This is an optimization exercise on Yosys and OpenROAD, whose aim is small area, a short achievable clock period and few clock cycles, not a production implementation. Power and IR drop assume default switching activity.

== red ==
==> module axiApbBridgeTop, before the edit <==
module axiApbBridgeTop (
  input  logic         pclk,
  input  logic         preset_n,
  input  logic [31:0]  ar_addr,
  input  logic [7:0]   ar_id,
  input  logic [7:0]   ar_len,
  input  logic [1:0]   ar_burst,
  input  logic [2:0]   ar_prot,
  input  logic         ar_valid,
  output logic         ar_ready,
  input  logic [31:0]  aw_addr,
  input  logic [7:0]   aw_id,
  input  logic [7:0]   aw_len,
  input  logic [1:0]   aw_burst,
  input  logic [2:0]   aw_prot,
  input  logic         aw_valid,
  output logic         aw_ready,
  input  logic [31:0]  w_data,
  input  logic [3:0]   w_strb,
  input  logic         w_valid,
  output logic         w_ready,
  output logic [31:0]  r_data,
  output logic [1:0]   r_resp,
  output logic [7:0]   r_id,
  output logic         r_last,
  output logic         r_valid,
  input  logic         r_ready,
  output logic [1:0]   b_resp,
  output logic [7:0]   b_id,
  output logic         b_valid,
  input  logic         b_ready,
  output logic [31:0]  paddr,
  output logic [31:0]  pwdata,
  output logic [3:0]   pstrb,
  output logic [2:0]   pprot,
  output logic         pwrite,
  output logic [3:0]   psel,
  output logic         penable,
  input  logic [3:0]   pready,
  input  logic [127:0] prdata,
  input  logic [3:0]   pslverr
);
  logic        act;        
  logic        wr;         
  logic        acc;        
  logic [11:2] curAddr;    
  logic [3:0]  oh;         
  logic        upZero;     
  logic        upOnes;     
  logic [7:0]  left;       
  logic        last;       
  logic [1:0]  wrErr;      
  logic        rv;         
  logic        rl;
  logic [31:0] rd;
  logic [1:0]  rr;
  logic        bv;
  logic        fA;         
  logic        fW;         
  logic        fR;         
  logic        fWA;        
  logic        fDW;        
  logic [3:0]  hit;
  logic        dec;
  logic        fixed;
  logic        done;
  logic        decDone;
  logic        fin;
  logic        setup;
  logic [1:0]  beatResp;
  logic        rdAvail;
  logic        wrAvail;
  logic        free;
  logic        start;
  logic        pickW;
  logic [31:0] rdSel;
  logic [3:0]  sWA;
  logic [3:0]  sA;
  logic [3:0]  sW;
  logic [3:0]  sR;
  logic        actN;
  logic        wrN;
  logic        accN;
  logic        rvN;
  logic        decN;
  assign hit = oh & {4{upZero}};
  assign dec = ~upZero;
  assign done    = acc & |(pready & oh);
  assign decDone = act & dec & (wr ? w_valid : ~rv);
  assign fin     = done | decDone;
  assign setup   = act & ~acc & ~dec & (wr ? w_valid : (~rv | r_ready));
  assign beatResp = dec ? 2'd3 : (|(pslverr & hit) ? 2'd2 : 2'd0);
  assign rdAvail = ar_valid & ~(act & ~wr) & ~(rv & rl);
  assign wrAvail = aw_valid & ~(act & wr) & ~bv;
  assign free    = ~act | (fin & last);
  assign start   = free & (rdAvail | wrAvail);
  assign pickW   = wrAvail & (~rdAvail | ~wr);
  assign fixed   = wr ? (aw_burst == 2'd0) : (ar_burst == 2'd0);
  always_comb begin
    rdSel = '0;
    for (int k = 0; k < 4; k++) begin
      rdSel = rdSel | (prdata[32*k +: 32] & {32{hit[k] & ~rv}});
    end
  end
  assign upOnes = wr ? (&aw_addr[31:14]) : (&ar_addr[31:14]);
  always_comb begin
    actN = start | (act & ~(fin & last));
    wrN  = start ? pickW : wr;
    accN = acc ? ~done : setup;
    rvN  = (fin & ~wr) | (rv & ~r_ready);
    if (start) begin
      decN = pickW ? (aw_addr[31:14] != '0) : (ar_addr[31:14] != '0);
    end else if (fin && !fixed && oh[3] && (&curAddr[11:2])) begin
      decN = ~upOnes;
    end else begin
      decN = dec;
    end
  end
  always_ff @(posedge pclk or negedge preset_n) begin
    if (!preset_n) begin
      act <= 1'b0;
      wr  <= 1'b1;
      acc <= 1'b0;
      rv  <= 1'b0;
      bv  <= 1'b0;
      fA  <= 1'b0;
      fW  <= 1'b0;
      fR  <= 1'b0;
      fWA <= 1'b0;
      fDW <= 1'b0;
    end else begin
      act <= actN;
      wr  <= wrN;
      acc <= accN;
      rv  <= rvN;
      if (fin & wr & last) begin
        bv <= 1'b1;
      end else if (b_ready) begin
        bv <= 1'b0;
      end
      fA  <= accN | (actN & ~decN & ~wrN & ~rvN);
      fW  <= actN & ~accN & ~decN & wrN;
      fR  <= actN & ~accN & ~decN & ~wrN & rvN;
      fWA <= accN & wrN;
      fDW <= actN & decN & wrN;
    end
  end
  always_ff @(posedge pclk) begin
    if (start) begin
      curAddr <= pickW ? aw_addr[11:2] : ar_addr[11:2];
      for (int k = 0; k < 4; k++) begin
        oh[k] <= pickW ? (aw_addr[13:12] == 2'(k)) : (ar_addr[13:12] == 2'(k));
      end
      upZero  <= pickW ? (aw_addr[31:14] == '0) : (ar_addr[31:14] == '0);
      left    <= pickW ? aw_len : ar_len;
      last    <= pickW ? (aw_len == '0) : (ar_len == '0);
    end else if (fin) begin
      left <= left - 8'd1;
      last <= (left == 8'd1);
      if (!fixed) begin
        curAddr <= curAddr + 10'd1;
        if (&curAddr) begin
          oh <= {oh[2:0], oh[3]};
          if (oh[3]) begin
            upZero <= upOnes;
          end
        end
      end
    end
    if (start & pickW) begin
      wrErr <= 2'd0;
    end else if (fin & wr) begin
      wrErr <= wrErr | beatResp;
    end
    rd <= rdSel | (rd & {32{rv}});
    if (!rv) begin
      rr <= beatResp;
      rl <= last;
    end
  end
  assign sA = oh & {4{fA}};
  assign sW = oh & {4{fW}};
  assign sR = oh & {4{fR}};
  pselGate pselGate_i (
    .sA    (sA),
    .sW    (sW),
    .sR    (sR),
    .wValid(w_valid),
    .rReady(r_ready),
    .psel  (psel)
  );
  assign penable = acc;
  assign paddr   = {18'd0, oh[3] | oh[2], oh[3] | oh[1], curAddr, wr ? aw_addr[1:0] : ar_addr[1:0]};
  assign pwrite  = wr;
  assign pprot   = wr ? aw_prot : ar_prot;
  assign pwdata  = w_data;
  assign pstrb   = w_strb & {4{wr}};
  assign sWA     = oh & {4{fWA}};
  wReadyGate wReadyGate_i (
    .pready(pready),
    .sWA   (sWA),
    .dW    (fDW),
    .wReady(w_ready)
  );
  assign r_valid  = rv;
  assign r_data   = rd;
  assign r_resp   = rr;
  assign r_last   = rl;
  assign r_id     = ar_id;
  assign ar_ready = rv & rl & r_ready;
  assign b_valid  = bv;
  assign b_resp   = wrErr;
  assign b_id     = aw_id;
  assign aw_ready = bv & b_ready;
endmodule
export LEC_CHECK = 0
export CAP_MARGIN = 20
export CORE_AREA = 2.5 2.5 142.5 142.5
export DIE_AREA = 0 0 145 145
export PLACE_DENSITY = 0.6
export SETUP_SLACK_MARGIN = 2.2
export SLEW_MARGIN = 20
export SYNTH_HIERARCHICAL = 1
export SYNTH_MINIMUM_KEEP_SIZE = 0
create_clock -name core_clock -period 5.0 [get_ports {pclk}]
standard.sh (not shown) runs the stock make flow with config.mk's settings and CLKGATE_MAP_FILE= SYNTH_SCRIPT=/design/flow/synth_recipe.tcl, a recipe that flattens the netlist after the stock synthesis.
==> flow/flow/run.sh <==
#!/bin/bash
# Standard layout; port buffers of the smallest plain buffer; smaller clock tree.
export BUFFER_PORTS_ARGS="-buffer_cell sky130_fd_sc_hd__buf_1"
export CTS_ARGS="-sink_clustering_enable -repair_clock_nets -dont_use_dummy_load -buf_list sky130_fd_sc_hd__clkbuf_8 -sink_clustering_size 40 -sink_clustering_max_diameter 150"
bash standard.sh > standard.log 2>&1
red ran to completion and came out clean on the timing, design-rule and antenna checks.
Setup changes, red to blue
--- a/flow/design.v
+++ b/flow/design.v
@@ -501,11 +501,6 @@
   logic [31:0] rd;
   logic [1:0]  rr;
   logic        bv;
-  logic        fA;         
-  logic        fW;         
-  logic        fR;         
-  logic        fWA;        
-  logic        fDW;        
   logic [3:0]  hit;
   logic        dec;
   logic        fixed;
@@ -528,7 +523,6 @@
   logic        wrN;
   logic        accN;
   logic        rvN;
-  logic        decN;
   assign hit = oh & {4{upZero}};
   assign dec = ~upZero;
   assign done    = acc & |(pready & oh);
@@ -554,13 +548,6 @@
     wrN  = start ? pickW : wr;
     accN = acc ? ~done : setup;
     rvN  = (fin & ~wr) | (rv & ~r_ready);
-    if (start) begin
-      decN = pickW ? (aw_addr[31:14] != '0) : (ar_addr[31:14] != '0);
-    end else if (fin && !fixed && oh[3] && (&curAddr[11:2])) begin
-      decN = ~upOnes;
-    end else begin
-      decN = dec;
-    end
   end
   always_ff @(posedge pclk or negedge preset_n) begin
     if (!preset_n) begin
@@ -569,11 +556,6 @@
       acc <= 1'b0;
       rv  <= 1'b0;
       bv  <= 1'b0;
-      fA  <= 1'b0;
-      fW  <= 1'b0;
-      fR  <= 1'b0;
-      fWA <= 1'b0;
-      fDW <= 1'b0;
     end else begin
       act <= actN;
       wr  <= wrN;
@@ -584,11 +566,6 @@
       end else if (b_ready) begin
         bv <= 1'b0;
       end
-      fA  <= accN | (actN & ~decN & ~wrN & ~rvN);
-      fW  <= actN & ~accN & ~decN & wrN;
-      fR  <= actN & ~accN & ~decN & ~wrN & rvN;
-      fWA <= accN & wrN;
-      fDW <= actN & decN & wrN;
     end
   end
   always_ff @(posedge pclk) begin
@@ -624,9 +601,9 @@
       rl <= last;
     end
   end
-  assign sA = oh & {4{fA}};
-  assign sW = oh & {4{fW}};
-  assign sR = oh & {4{fR}};
+  assign sA = oh & {4{acc | (act & upZero & ~wr & ~rv)}};
+  assign sW = oh & {4{act & ~acc & upZero & wr}};
+  assign sR = oh & {4{act & ~acc & upZero & ~wr & rv}};
   pselGate pselGate_i (
     .sA    (sA),
     .sW    (sW),
@@ -641,11 +618,11 @@
   assign pprot   = wr ? aw_prot : ar_prot;
   assign pwdata  = w_data;
   assign pstrb   = w_strb & {4{wr}};
-  assign sWA     = oh & {4{fWA}};
+  assign sWA     = oh & {4{acc & wr}};
   wReadyGate wReadyGate_i (
     .pready(pready),
     .sWA   (sWA),
-    .dW    (fDW),
+    .dW    (act & dec & wr),
     .wReady(w_ready)
   );
   assign r_valid  = rv;
## What came out
- Looking at the reports, blue completed the entire flow and the layout it produced met the timing, design-rule and antenna checks.
- blue ended up with a lower total placed cells including tap cells than red did.
- Looking at red and blue, the global-route usage is a wash.
- Between blue and red, the via count normalized by instance count does not differ in any meaningful way.
- Power: blue draws more than red
- Routed wire length, red and blue: higher on blue
- What blue reported for TritonCTS sink count has to be multiplied by 1.08 to get the figure for red.
- Against red, blue reports a synthesized cell count that is lower.
- From blue to red, height of the die did not move at all.
- In blue, the final core area utilization came out 0.20 points below the value in red.
- NOTE: met2 global-route usage in blue falls short of that of red
Function was not checked in any run of this note: the RTL went through the layout flow alone.

-- static timing again, ports no longer ideal --
How much do the figures lean on ideal ports? The routed layouts below were timed once more, with nothing changed but the port constraints.
Step 1, drivers: a clkbuf_16 drives pclk and a buf_2 each remaining input, both assumed.
Step 2 moves the port delays by t, midway between the first and last clock arrival at a register: inputs arrive t later, outputs are due t later. That takes back most of the time a late clock gives input paths.
Slacks: ideal ports / drivers / drivers and shift; pairs: ideal ports / drivers.
run	t, ns	slack for setup (ns)	hold WS [ns]	worst setup path at the end	cell pins on the clock port's net
red	0.385	2.272 / 2.216 / 1.884	0.489 / 0.489 / 0.489	input to register	1
blue	0.384	2.122 / 2.078 / 1.920	0.484 / 0.484 / 0.484	input to register	1
After both steps every run listed still meets setup and hold. The setup slack of red, which loses most, moves by -0.056 ns with the drivers and by -0.388 ns with both steps.
